Background: an optimization exercise with open tools, aiming at a short achievable clock period and few clock cycles. Do not read the settings as production practice.
Only simulation tests tie the RTL to the original design; equivalence was not proved.
Power and IR drop assume default switching activity.

Setup of P:
// mc_core
module mc_core #(
    parameter int              XLEN     = 32,
    parameter int              NREG     = 32,
    parameter logic [XLEN-1:0] RESET_PC = '0
) (
    input  logic            clk,
    input  logic            rst,
    output logic            mem_req,
    output logic            mem_we,
    output logic [XLEN-1:0] mem_addr,
    output logic [XLEN-1:0] mem_wdata,
    input  logic [XLEN-1:0] mem_rdata,
    input  logic            mem_ready,
    output logic            halted,
    output logic [XLEN-1:0] pc_out
    ,
    output logic [31:0]     instret
);
clock: 7.0 ns
lec_check: 0
cap_margin: 30
core_margin: 2
core_utilization: 30
setup_slack_margin: 3.4
slew_margin: 30
synth_hierarchical: 1
synth_minimum_keep_size: 0
standard.sh (not shown) runs the stock make flow with config.mk's settings and CLKGATE_MAP_FILE= SYNTH_SCRIPT=/design/flow/synth_recipe.tcl, a recipe that flattens the netlist after the stock synthesis.
==> flow/flow/run.sh <==
#!/bin/bash
# The standard layout (the standard.sh), with two additions:
# - the port buffers that placement inserts are buf_4 cells (by default the
#   resizer picks its smallest buffer, a slow delay-type cell);
# - after the timing repair at global route, a repair_design pass fixes any
#   max-slew or max-capacitance violation that the timing repair left.
export BUFFER_PORTS_ARGS="-buffer_cell sky130_fd_sc_hd__buf_4"
export POST_GLOBAL_ROUTE_TCL="$PWD/flow/post_grt.tcl"
bash standard.sh > standard.log 2>&1
==> flow/flow/post_grt.tcl <==
# Sourced by ORFS global_route.tcl (POST_GLOBAL_ROUTE_TCL) after its timing
# repair: repair max slew / max capacitance again, legalise, re-route the
# changed nets and rewrite the route guides.
puts "post_grt: repair_design after repair_timing"
report_check_types -max_slew -max_capacitance -violators
global_route -start_incremental
repair_design_helper
detailed_placement
global_route -end_incremental
estimate_parasitics -global_routing
report_check_types -max_slew -max_capacitance -violators
write_guides $::env(RESULTS_DIR)/route.guide
Testbench counts of P, summed over its fixed seeds: cycles 69,747.
The following lists how Q was set up differently from P:
diff --git a/flow/design.v b/flow/design.v
--- a/flow/design.v
+++ b/flow/design.v
@@ -179,24 +179,17 @@
     logic        nFix;
     assign nRaw = rawA;
     assign nFix = ((nLw | nSw) & bypA) | ((nBeq | nBne) & nBrFix);
     logic [8:0] nLo, nMid0, nMid1;
     mc_core_add8 uLo   (.a(nRaw[7:0]),  .b(nImm[7:0]),  .cin(1'b0), .s(nLo));
     mc_core_add8 uMid0 (.a(nRaw[15:8]), .b(nImm[15:8]), .cin(1'b0), .s(nMid0));
     mc_core_add8 uMid1 (.a(nRaw[15:8]), .b(nImm[15:8]), .cin(1'b1), .s(nMid1));
     logic [15:0] nHiP, nHiM;
-    logic [511:0] hiPFlat, hiMFlat;
-    assign hiPFlat[15:0] = 16'd1;
-    assign hiMFlat[15:0] = 16'hFFFF;
-    for (genvar k = 1; k < 32; k++) begin : gHi
-        mc_core_incdec uHiK (.a(rf[k][31:16]), .p(hiPFlat[16*k +: 16]), .m(hiMFlat[16*k +: 16]));
-    end
-    mc_core_rd16 uRdHiP (.sel(mem_rdata[25:21]), .r(hiPFlat), .q(nHiP));
-    mc_core_rd16 uRdHiM (.sel(mem_rdata[25:21]), .r(hiMFlat), .q(nHiM));
+    mc_core_incdec uHi (.a(nRaw[31:16]), .p(nHiP), .m(nHiM));
     logic [8:0] fLo, fMid0, fMid1;
     assign fLo   = {1'b0, regA[7:0]} + {1'b0, immL[7:0]};
     assign fMid0 = {1'b0, regA[15:8]} + {1'b0, immL[15:8]};
     assign fMid1 = {1'b0, regA[15:8]} + {1'b0, immL[15:8]} + 9'd1;
     always_ff @(posedge clk or negedge rst) begin
         if (!rst) begin
             sFetch <= 1'b0;
             sExec  <= 1'b0;
@@ -402,21 +395,8 @@
 module mc_core_incdec (
     input  logic [15:0] a,
     output logic [15:0] p,
     output logic [15:0] m
 );
     assign p = a + 16'd1;
     assign m = a - 16'd1;
 endmodule
-module mc_core_rd16 (
-    input  logic [4:0]   sel,
-    input  logic [511:0] r,
-    output logic [15:0]  q
-);
-    logic [15:0] m1 [8];
-    logic [15:0] m2 [2];
-    always_comb begin
-        for (int j = 0; j < 8; j++) m1[j] = r[16*(4*j + sel[1:0]) +: 16];
-        for (int i = 0; i < 2; i++) m2[i] = m1[4*i + sel[3:2]];
-        q = m2[sel[4]];
-    end
-endmodule
Both conditions hold for Q: the flow ran to the end and the final layout passed the timing, DRC and antenna checks.
Looking at total via count in the routed design, Q sits 27600 lower than P does.
Q vs P: count of non-CTS buffers in the layout down
Looking at worst path arrival time, Q sits below P.
Taking P as the reference point, the aggregate routed wire length of Q falls by 31%.
Status: total number of sequential cells parity (P, Q)
For power, dividing the value from Q by the value from P gives 0.851.
Testbench counts of Q, summed over its fixed seeds: cycles 69,747.

## separate check: timing with driven ports
Ports are ideal in the flow. The routed layouts listed here were re-timed in OpenROAD.
Step 1, drivers: a clkbuf_16 drives clk and a buf_2 each remaining input, both assumed.
Step 2 also shifts input and output timing later by t, the mid clock arrival at the registers, as if the neighbouring blocks saw the same clock.
Slacks: ideal ports / drivers / drivers and shift; pairs: ideal ports / drivers.
run | t, ns | slack for setup (ns) | worst hold slack (ns)
P | 0.956 | 2.966 / 2.492 / 1.537 | 0.487 / 0.487 / 0.487
Q | 0.938 | 3.102 / 2.715 / 1.777 | 0.490 / 0.479 / 0.494
After both steps setup and hold are still met in every run listed. The setup slack of P, which loses most, moves by -0.474 ns with the drivers and by -1.429 ns with both steps.
